What follows belongs to an exercise in optimizing a design on an open flow for small area and a short achievable clock period; a production flow would make more cautious choices. Only simulation tests tie the RTL to the original design; equivalence was not proved. No activity file was given, so power comes from the tool's default toggle rates.

==> module dmem_responder, before the edit <==
module dmem_responder #(
  parameter int          Nloc        = 64,
  parameter int          Dbits       = 32,
  parameter logic [31:0] RAM_BASE    = {dmem_pkg::RAM_REGION, 16'h0000},
  parameter logic [31:0] IO_BASE     = {dmem_pkg::IO_REGION, 16'h0000}
) (
  input  logic             clk,
  input  logic             reset,
  input  logic             mem_req,
  input  logic             mem_wr,
  input  logic [Dbits-1:0] mem_addr,
  input  logic [Dbits-1:0] mem_writedata,
  output logic [Dbits-1:0] mem_readdata,
  output logic             stall,
  output logic [15:0]      led,
  output logic [Dbits-1:0] cycle_count
);
  localparam int AW = $clog2(Nloc);
  logic c1_q, c2_q, c3_q;
  logic nd_q;
  logic idle;
  logic             wr_q;
  logic             ram_q, led_sel_q, cnt_sel_q;
  logic [AW-1:0]    sqn_q;
  logic [Nloc/2-1:0] tsel_q;
  logic [AW-1:0]    s1;
  logic [Dbits-1:0] wdata_q;
  logic [AW-1:0]    ph_q;
  logic             pv_q;
  logic [AW-1:0]    pnext_q;
  logic [Dbits-1:0] pdata_q;
  logic [Nloc/4-1:0] ins_q;
  logic [Nloc/4-1:0] keep_q;
  logic [Nloc/4-1:0] ins_d;
  logic [Nloc/4-1:0] ins_new;
  logic [Nloc/4-1:0] ins_old;
  logic [AW-1:0]    sq1;
  logic [AW-1:0]    pn1;
  logic             commit_ram;
  logic             pv_d;
  logic [AW-1:0]    pnext_d;
  logic [15:0]      led_q;
  logic [Dbits-1:0] cyc_q;
  logic             is_ram, is_led, is_cnt;
  logic             commit;
  logic             ins_now;
  logic [Dbits-1:0] tap_data;
  logic             byp;
  logic [Dbits-1:0] io_val;
  logic [Dbits-1:0] ram_val;
  logic             hold1;
  logic [Dbits-1:0] rdata_q;
  assign idle   = !(c1_q || c2_q || c3_q);
  assign s1     = mem_addr[AW+1:2] + ph_q;
  assign is_ram = (mem_addr[31:16] == RAM_BASE[31:16]);
  assign is_led = (mem_addr[31:16] == IO_BASE[31:16]) && (mem_addr[15:2] == 14'd0);
  assign is_cnt = (mem_addr[31:16] == IO_BASE[31:16]) && (mem_addr[15:2] == 14'd1);
  assign commit  = c3_q && mem_req && wr_q;
  assign commit_ram = commit && ram_q;
  assign ins_now = pv_q && (pnext_q[1:0] == 2'd0);
  assign pv_d    = commit_ram || (pv_q && !ins_now);
  assign sq1     = sqn_q + 1'b1;
  assign pn1     = pnext_q + 1'b1;
  assign pnext_d = commit_ram ? sq1 : pn1;
  assign ins_new = (sq1[1:0] == 2'd0) ? (Nloc/4)'(1) << sq1[AW-1:2] : '0;
  assign ins_old = (pv_q && !ins_now && (pn1[1:0] == 2'd0)) ? (Nloc/4)'(1) << pn1[AW-1:2] : '0;
  assign ins_d   = commit_ram ? ins_new : ins_old;
  dmem_ram #(
    .Nloc  (Nloc),
    .Dbits (Dbits)
  ) u_ram (
    .clk     (clk),
    .ins_sel (ins_q),
    .ins_keep(keep_q),
    .wdata   (pdata_q),
    .rd_sel  (tsel_q),
    .rdata   (tap_data)
  );
  assign byp = pv_q && (pnext_q == sqn_q);
  always_comb begin
    io_val = '0;
    if (led_sel_q) begin
      io_val = {{(Dbits-16){1'b0}}, led_q};
    end else if (cnt_sel_q) begin
      io_val = cyc_q;
    end
  end
  assign ram_val = byp ? pdata_q : tap_data;
  assign hold1 = c1_q && !wr_q && sqn_q[0];
  always_ff @(posedge clk or posedge reset) begin
    if (reset) begin
      nd_q <= 1'b1;
    end else begin
      nd_q <= !(c2_q && mem_req);
    end
  end
  always_ff @(posedge clk or posedge reset) begin
    if (reset) begin
      c1_q <= 1'b0;
      c2_q <= 1'b0;
      c3_q <= 1'b0;
    end else begin
      c1_q <= idle && mem_req;
      c2_q <= c1_q && mem_req;
      c3_q <= c2_q && mem_req;
    end
  end
  always_ff @(posedge clk) begin
    ph_q <= ph_q + 1'b1;
    if (idle) begin
      wr_q      <= mem_wr;
      ram_q     <= is_ram;
      led_sel_q <= is_led;
      cnt_sel_q <= is_cnt;
      sqn_q     <= s1;
    end else begin
      sqn_q     <= sqn_q + 1'b1;
    end
    tsel_q <= (Nloc/2)'(1) << (idle ? s1[AW-1:1] : sqn_q[AW-1:1]);
    if (idle) begin
      wdata_q <= mem_writedata;
    end else if (hold1) begin
      wdata_q <= ram_val;
    end
    rdata_q <= !ram_q ? io_val : (sqn_q[0] ? ram_val : wdata_q);
    pv_q    <= pv_d;
    pnext_q <= pnext_d;
    ins_q   <= ins_d;
    keep_q  <= ~ins_d;
    if (commit_ram) begin
      pdata_q <= wdata_q;
    end
  end
  always_ff @(posedge clk or posedge reset) begin
    if (reset) begin
      led_q <= '0;
    end else if (commit && led_sel_q) begin
      led_q <= wdata_q[15:0];
    end
  end
  always_ff @(posedge clk or posedge reset) begin
    if (reset) begin
      cyc_q <= '0;
    end else begin
      cyc_q <= cyc_q + 1'b1;
    end
  end
  assign stall        = mem_req && nd_q && !reset;
  assign mem_readdata = rdata_q;
  assign led          = led_q;
  assign cycle_count  = cyc_q;
endmodule
Settings: LEC_CHECK=0, ABC_CLOCK_PERIOD_IN_PS=2000, CAP_MARGIN=20, CORE_MARGIN=2, CORE_UTILIZATION=65, PLACE_DENSITY=0.75, SETUP_SLACK_MARGIN=2.2, SLEW_MARGIN=20; clock period 4.4 ns.
standard.sh (not shown) runs the stock make flow with config.mk's settings and CLKGATE_MAP_FILE= SYNTH_SCRIPT=/design/flow/synth_recipe.tcl, a recipe that flattens the netlist after the stock synthesis.
==> flow/flow/run.sh <==
#!/bin/bash
# Standard layout with port buffers made of plain buffers, free resizing, and a
# clock tree of clkbuf_16 trunks and clkbuf_8 leaves without dummy loads.
set -euo pipefail
CTS="-sink_clustering_enable -repair_clock_nets -sink_clustering_size 16 -sink_clustering_max_diameter 50"
CTS="$CTS -buf_list {sky130_fd_sc_hd__clkbuf_8 sky130_fd_sc_hd__clkbuf_16} -root_buf sky130_fd_sc_hd__clkbuf_16"
CTS="$CTS -sink_clustering_buffer sky130_fd_sc_hd__clkbuf_8 -dont_use_dummy_load"
bash standard.sh 'BUFFER_PORTS_ARGS=-buffer_cell sky130_fd_sc_hd__buf_2' MATCH_CELL_FOOTPRINT=0 "CTS_ARGS=$CTS" finish > run_make.log 2>&1
Then changed:
--- a/flow/design.v
+++ b/flow/design.v
@@ -49,9 +49,8 @@
   output logic [Dbits-1:0] cycle_count
 );
   localparam int AW = $clog2(Nloc);
   logic c1_q, c2_q, c3_q;
-  logic nd_q;
   logic idle;
   logic             wr_q;
   logic             ram_q, led_sel_q, cnt_sel_q;
   logic [AW-1:0]    sqn_q;
@@ -79,10 +78,11 @@
   logic             ins_now;
   logic [Dbits-1:0] tap_data;
   logic             byp;
   logic [Dbits-1:0] io_val;
-  logic [Dbits-1:0] ram_val;
   logic             hold1;
+  logic             w_tap, r_tap;
+  logic [Dbits-1:0] w_alt, r_alt;
   logic [Dbits-1:0] rdata_q;
   assign idle   = !(c1_q || c2_q || c3_q);
   assign s1     = mem_addr[AW+1:2] + ph_q;
   assign is_ram = (mem_addr[31:16] == RAM_BASE[31:16]);
@@ -117,17 +117,13 @@
     end else if (cnt_sel_q) begin
       io_val = cyc_q;
     end
   end
-  assign ram_val = byp ? pdata_q : tap_data;
+  assign w_tap   = !idle && !byp;
+  assign w_alt   = idle ? mem_writedata : pdata_q;
+  assign r_tap   = ram_q && sqn_q[0] && !byp;
+  assign r_alt   = !ram_q ? io_val : (sqn_q[0] ? pdata_q : wdata_q);
   assign hold1 = c1_q && !wr_q && sqn_q[0];
-  always_ff @(posedge clk or posedge reset) begin
-    if (reset) begin
-      nd_q <= 1'b1;
-    end else begin
-      nd_q <= !(c2_q && mem_req);
-    end
-  end
   always_ff @(posedge clk or posedge reset) begin
     if (reset) begin
       c1_q <= 1'b0;
       c2_q <= 1'b0;
@@ -149,14 +145,12 @@
     end else begin
       sqn_q     <= sqn_q + 1'b1;
     end
     tsel_q <= (Nloc/2)'(1) << (idle ? s1[AW-1:1] : sqn_q[AW-1:1]);
-    if (idle) begin
-      wdata_q <= mem_writedata;
-    end else if (hold1) begin
-      wdata_q <= ram_val;
+    if (idle || hold1) begin
+      wdata_q <= w_tap ? tap_data : w_alt;
     end
-    rdata_q <= !ram_q ? io_val : (sqn_q[0] ? ram_val : wdata_q);
+    rdata_q <= r_tap ? tap_data : r_alt;
     pv_q    <= pv_d;
     pnext_q <= pnext_d;
     ins_q   <= ins_d;
     keep_q  <= ~ins_d;
@@ -177,9 +171,9 @@
     end else begin
       cyc_q <= cyc_q + 1'b1;
     end
   end
-  assign stall        = mem_req && nd_q && !reset;
+  assign stall        = mem_req && !c3_q && !reset;
   assign mem_readdata = rdata_q;
   assign led          = led_q;
   assign cycle_count  = cyc_q;
 endmodule
=> The changed run passed the timing, DRC and antenna checks. Via count falls by 1.7%. Global-route usage decreases by 1.3 points. Design area decreases by 0.78%. Routed wire length goes down by 2.2%. Die area barely changes. Synthesized area hardly moves. Fmax is higher by 1.9%. Power is lower by 0.70%. Clock power shrinks by about 0.8%. Setup slack gains 46 ps. Hold slack is worse by 96 ps. Cell count falls by 0.53%. Utilization goes down by 0.68 points.

-- separate check: timing with driven ports --
The results above use ideal ports. As a check the final layouts listed here were re-extracted and re-timed, cells and wires unchanged.
Step 1 (the two cells are an assumption about what drives the block):
set clk [get_ports {clk}]
set_driving_cell -lib_cell sky130_fd_sc_hd__clkbuf_16 $clk
set_driving_cell -lib_cell sky130_fd_sc_hd__buf_2 [delete_from_list [all_inputs] $clk]
Step 2 times the ports against the registers' clock, not the clock port: input delays grow and output delays shrink by t, the midpoint of the rising clock arrivals with the driver on.
Slacks: ideal / step 1 / step 2; pairs: ideal / step 1.
run	t (ns)	slack for setup (ns)	hold slack, ns	worst setup path at the end	cell pins on the clock port's net
the first run	0.787	2.005 / 1.933 / 1.496	0.300 / 0.270 / 0.300	input to register	1
the second run	0.796	2.051 / 1.977 / 1.538	0.204 / 0.155 / 0.293	input to register	1
After both steps every run listed still meets setup and hold. The setup slack of the second run, which loses most, moves by -0.074 ns with the drivers and by -0.513 ns with both steps.
